Context: an optimization exercise on an open-source flow, tuned for small area, a short achievable clock period and few clock cycles per item. The choices shown serve that exercise and are no tape-out recipe.
Where RTL was checked, it was by simulation tests only, not by an equivalence proof against the original.
Power and IR drop assume default switching activity.

## sprw_top
module sprw_top (
    input  logic        clk,
    input  logic        rstn,
    input  logic        in_valid,
    input  logic [31:0] ra,
    input  logic [31:0] rb,
    input  logic [4:0]  op1,
    input  logic [2:0]  op2,
    output logic        out_valid,
    output logic [31:0] result
);
For scale: ~1400 cells after synthesis, about 78 flip-flops, about 110 I/O pins.
==> flow/config.mk <==
export PLATFORM = sky130hd
export DESIGN_NAME = sprw_top
export DESIGN_NICKNAME = sprw_top
export VERILOG_FILES = /design/flow/design.v
export SDC_FILE = /design/flow/constraint.sdc
export NUM_CORES = 4
export LEC_CHECK = 0
export CAP_MARGIN = 20
export CORE_MARGIN = 2
export CORE_UTILIZATION = 40
export SLEW_MARGIN = 20
==> flow/constraint.sdc <==
create_clock -name core_clock -period 6.5 [get_ports {clk}]
set_input_delay 1.3000 -clock core_clock [delete_from_list [all_inputs] [get_ports {clk}]]
set_output_delay 1.3000 -clock core_clock [all_outputs]
set_load 0.01 [all_outputs]
standard.sh (not shown) runs the stock make flow with config.mk's settings and CLKGATE_MAP_FILE= SYNTH_SCRIPT=/design/flow/synth_recipe.tcl, a recipe that flattens the netlist after the stock synthesis.
==> flow/flow/run.sh <==
#!/bin/bash
bash standard.sh > standard.log 2>&1
Then changed:
==> flow/run.sh (new file) <==
#!/bin/bash
# synth_recipe.tcl (not shown) runs the flow's synth.tcl, then flattens the netlist and writes it again
# the make line also repeats each setting of config.mk as NAME=value (left out here)
make -C /OpenROAD-flow-scripts/flow DESIGN_CONFIG=/design/flow/config.mk WORK_HOME=/design/flow/orfs CLKGATE_MAP_FILE= SYNTH_SCRIPT=/design/flow/synth_recipe.tcl finish
SETUP_SLACK_MARGIN = 2.5   (was default)
removed: flow/flow/run.sh
removed: flow/standard.sh
Total power came out higher by about a fifth.
Via count grows by a few percent.
Wire length goes up by roughly a tenth.
Critical path depth went up by 2.
Final cell count came out higher by a few percent.
Clock skew climbs by 4.8 ps.
Non-clock buffer count grows by 50.
Then changed:
ABC_CLOCK_PERIOD_IN_PS = 3500   (was default)
After rerunning: The changed run produced a clean layout; wire length stays the same; final area does not change; sequential share of layout area does not change; non-clock buffer count stays the same; via count does not change; area after synthesis is unchanged; hold slack is unchanged; global-route usage stays the same; core utilization stays the same; count of clock-buffer cells in the layout stays the same; power is unchanged.
No run of this note included a check of the RTL's function; only the layout flow was run.


Another version of the RTL of sprw_top (not shown whole).
Size: about 190 flip-flops, roughly 110 I/O pins, ~12000 um2 of cells after synthesis.
==> flow/config.mk <==
export PLATFORM = sky130hd
export DESIGN_NAME = sprw_top
export DESIGN_NICKNAME = sprw_top
export VERILOG_FILES = /design/flow/design.v
export SDC_FILE = /design/flow/constraint.sdc
export NUM_CORES = 4
export LEC_CHECK = 0
export CAP_MARGIN = 20
export CORE_MARGIN = 2
export CORE_UTILIZATION = 40
export SETUP_SLACK_MARGIN = 2.5
export SLEW_MARGIN = 20
==> flow/constraint.sdc <==
create_clock -name core_clock -period 6.5 [get_ports {clk}]
set_input_delay 1.3000 -clock core_clock [delete_from_list [all_inputs] [get_ports {clk}]]
set_output_delay 1.3000 -clock core_clock [all_outputs]
set_load 0.01 [all_outputs]
==> flow/flow/run.sh <==
#!/bin/bash
set -euo pipefail
W=$PWD
D=$(cat $W/flow/abc_delay_ps)
cat > $W/my_synth.tcl <<EOS
proc extract_fa {args} { puts "extract_fa skipped by flow/run.sh" }
proc abc {args} {
  set i [lsearch -exact \$args -script]
  if {\$i >= 0} { lset args [expr {\$i + 1}] $W/flow/abc.script }
  set j [lsearch -exact \$args -D]
  if {\$j >= 0} { lset args [expr {\$j + 1}] $D } else { lappend args -D $D }
  yosys abc {*}\$args
}
EOS
cat $W/synth_recipe.tcl >> $W/my_synth.tcl
bash $W/standard.sh SYNTH_SCRIPT=$W/my_synth.tcl finish > $W/standard.log 2>&1
==> flow/flow/abc.script <==
strash
&get -n
&st
&syn2
&if -g -K 6
&synch2
&put
dch -f
map {D}
topo
buffer -c
upsize -c {D}
dnsize -c {D}
==> flow/flow/abc_delay_ps <==
3000
Testbench counts at the start, summed over its fixed seeds: cycles 16,024, items 16,000.
Next try:
==> flow/flow/run.sh (replaced) <==
#!/bin/bash
set -euo pipefail
W=$PWD
BUF=$(cat $W/flow/port_buffer)
cat > $W/my_synth.tcl <<EOS
proc extract_fa {args} { puts "extract_fa skipped by flow/run.sh" }
proc abc {args} {
  set i [lsearch -exact \$args -script]
  if {\$i >= 0} { lset args [expr {\$i + 1}] $W/flow/abc.script }
  yosys abc {*}\$args
}
EOS
cat $W/synth_recipe.tcl >> $W/my_synth.tcl
bash $W/standard.sh SYNTH_SCRIPT=$W/my_synth.tcl "BUFFER_PORTS_ARGS=-buffer_cell $BUF" finish > $W/standard.log 2>&1
==> flow/flow/abc.script (replaced) <==
strash
dc2
dch -f
map
topo
buffer -c
upsize -c
dnsize -c
==> flow/flow/port_buffer (new file) <==
sky130_fd_sc_hd__buf_1
--- a/flow/config.mk
+++ b/flow/config.mk
@@ -10,3 +10,3 @@
 export CORE_UTILIZATION = 40
-export SETUP_SLACK_MARGIN = 2.5
+export SETUP_SLACK_MARGIN = 3
 export SLEW_MARGIN = 20
removed: flow/flow/abc_delay_ps
Synthesized cell count shrinks by about a fifth.
First-iteration DRC count shrinks by a little under a tenth.
Fmax is about the same.
Clock power is about the same.
Power is lower by roughly a tenth.
Die area came out lower by roughly a tenth.
Non-clock buffer count came out higher by 8.
Synthesized area decreases by roughly a tenth.
Next try:
--- a/flow/config.mk
+++ b/flow/config.mk
@@ -10,3 +10,3 @@
 export CORE_UTILIZATION = 40
-export SETUP_SLACK_MARGIN = 3
+export SETUP_SLACK_MARGIN = 2.5
 export SLEW_MARGIN = 20
=>
- power fell by about 0.9%
- setup slack got worse by 0.30 ns
- register-to-register slack is worse by 0.30 ns
- hold slack barely changes

[port drivers added, routing unchanged]
No port has a modelled driver above. Below, the same layouts with a new extraction and two added sets of constraints. Step 1: set_driving_cell puts a clkbuf_16 on clk and a buf_2 on each other input, an assumption about the parent block. Step 2, shift: input delay + t, output delay - t, t = (earliest + latest rising clock arrival at the registers) / 2. This alone moves slack from input paths to output paths. a / b / c = ideal ports / drivers / drivers and shift; a / b = the first two.
run | t, ns | setup WS [ns] | worst data-port slew with drivers (ns)
the first run of note 1 | 0.399 | 0.236 / 0.257 / -0.142 | 0.04
the second run of note 1 | 0.403 | 0.781 / 0.797 / 0.394 | 0.04
the third run of note 1 | 0.403 | 0.781 / 0.797 / 0.394 | 0.04
the first run of note 2 | 0.494 | 3.239 / 3.239 / 3.171 | 0.04
the second run of note 2 | 0.489 | 3.234 / 3.234 / 3.234 | 0.04
the third run of note 2 | 0.489 | 2.934 / 2.934 / 2.934 | 0.04
Met with ideal ports but missed after step 2: setup timing in the first run of note 1.
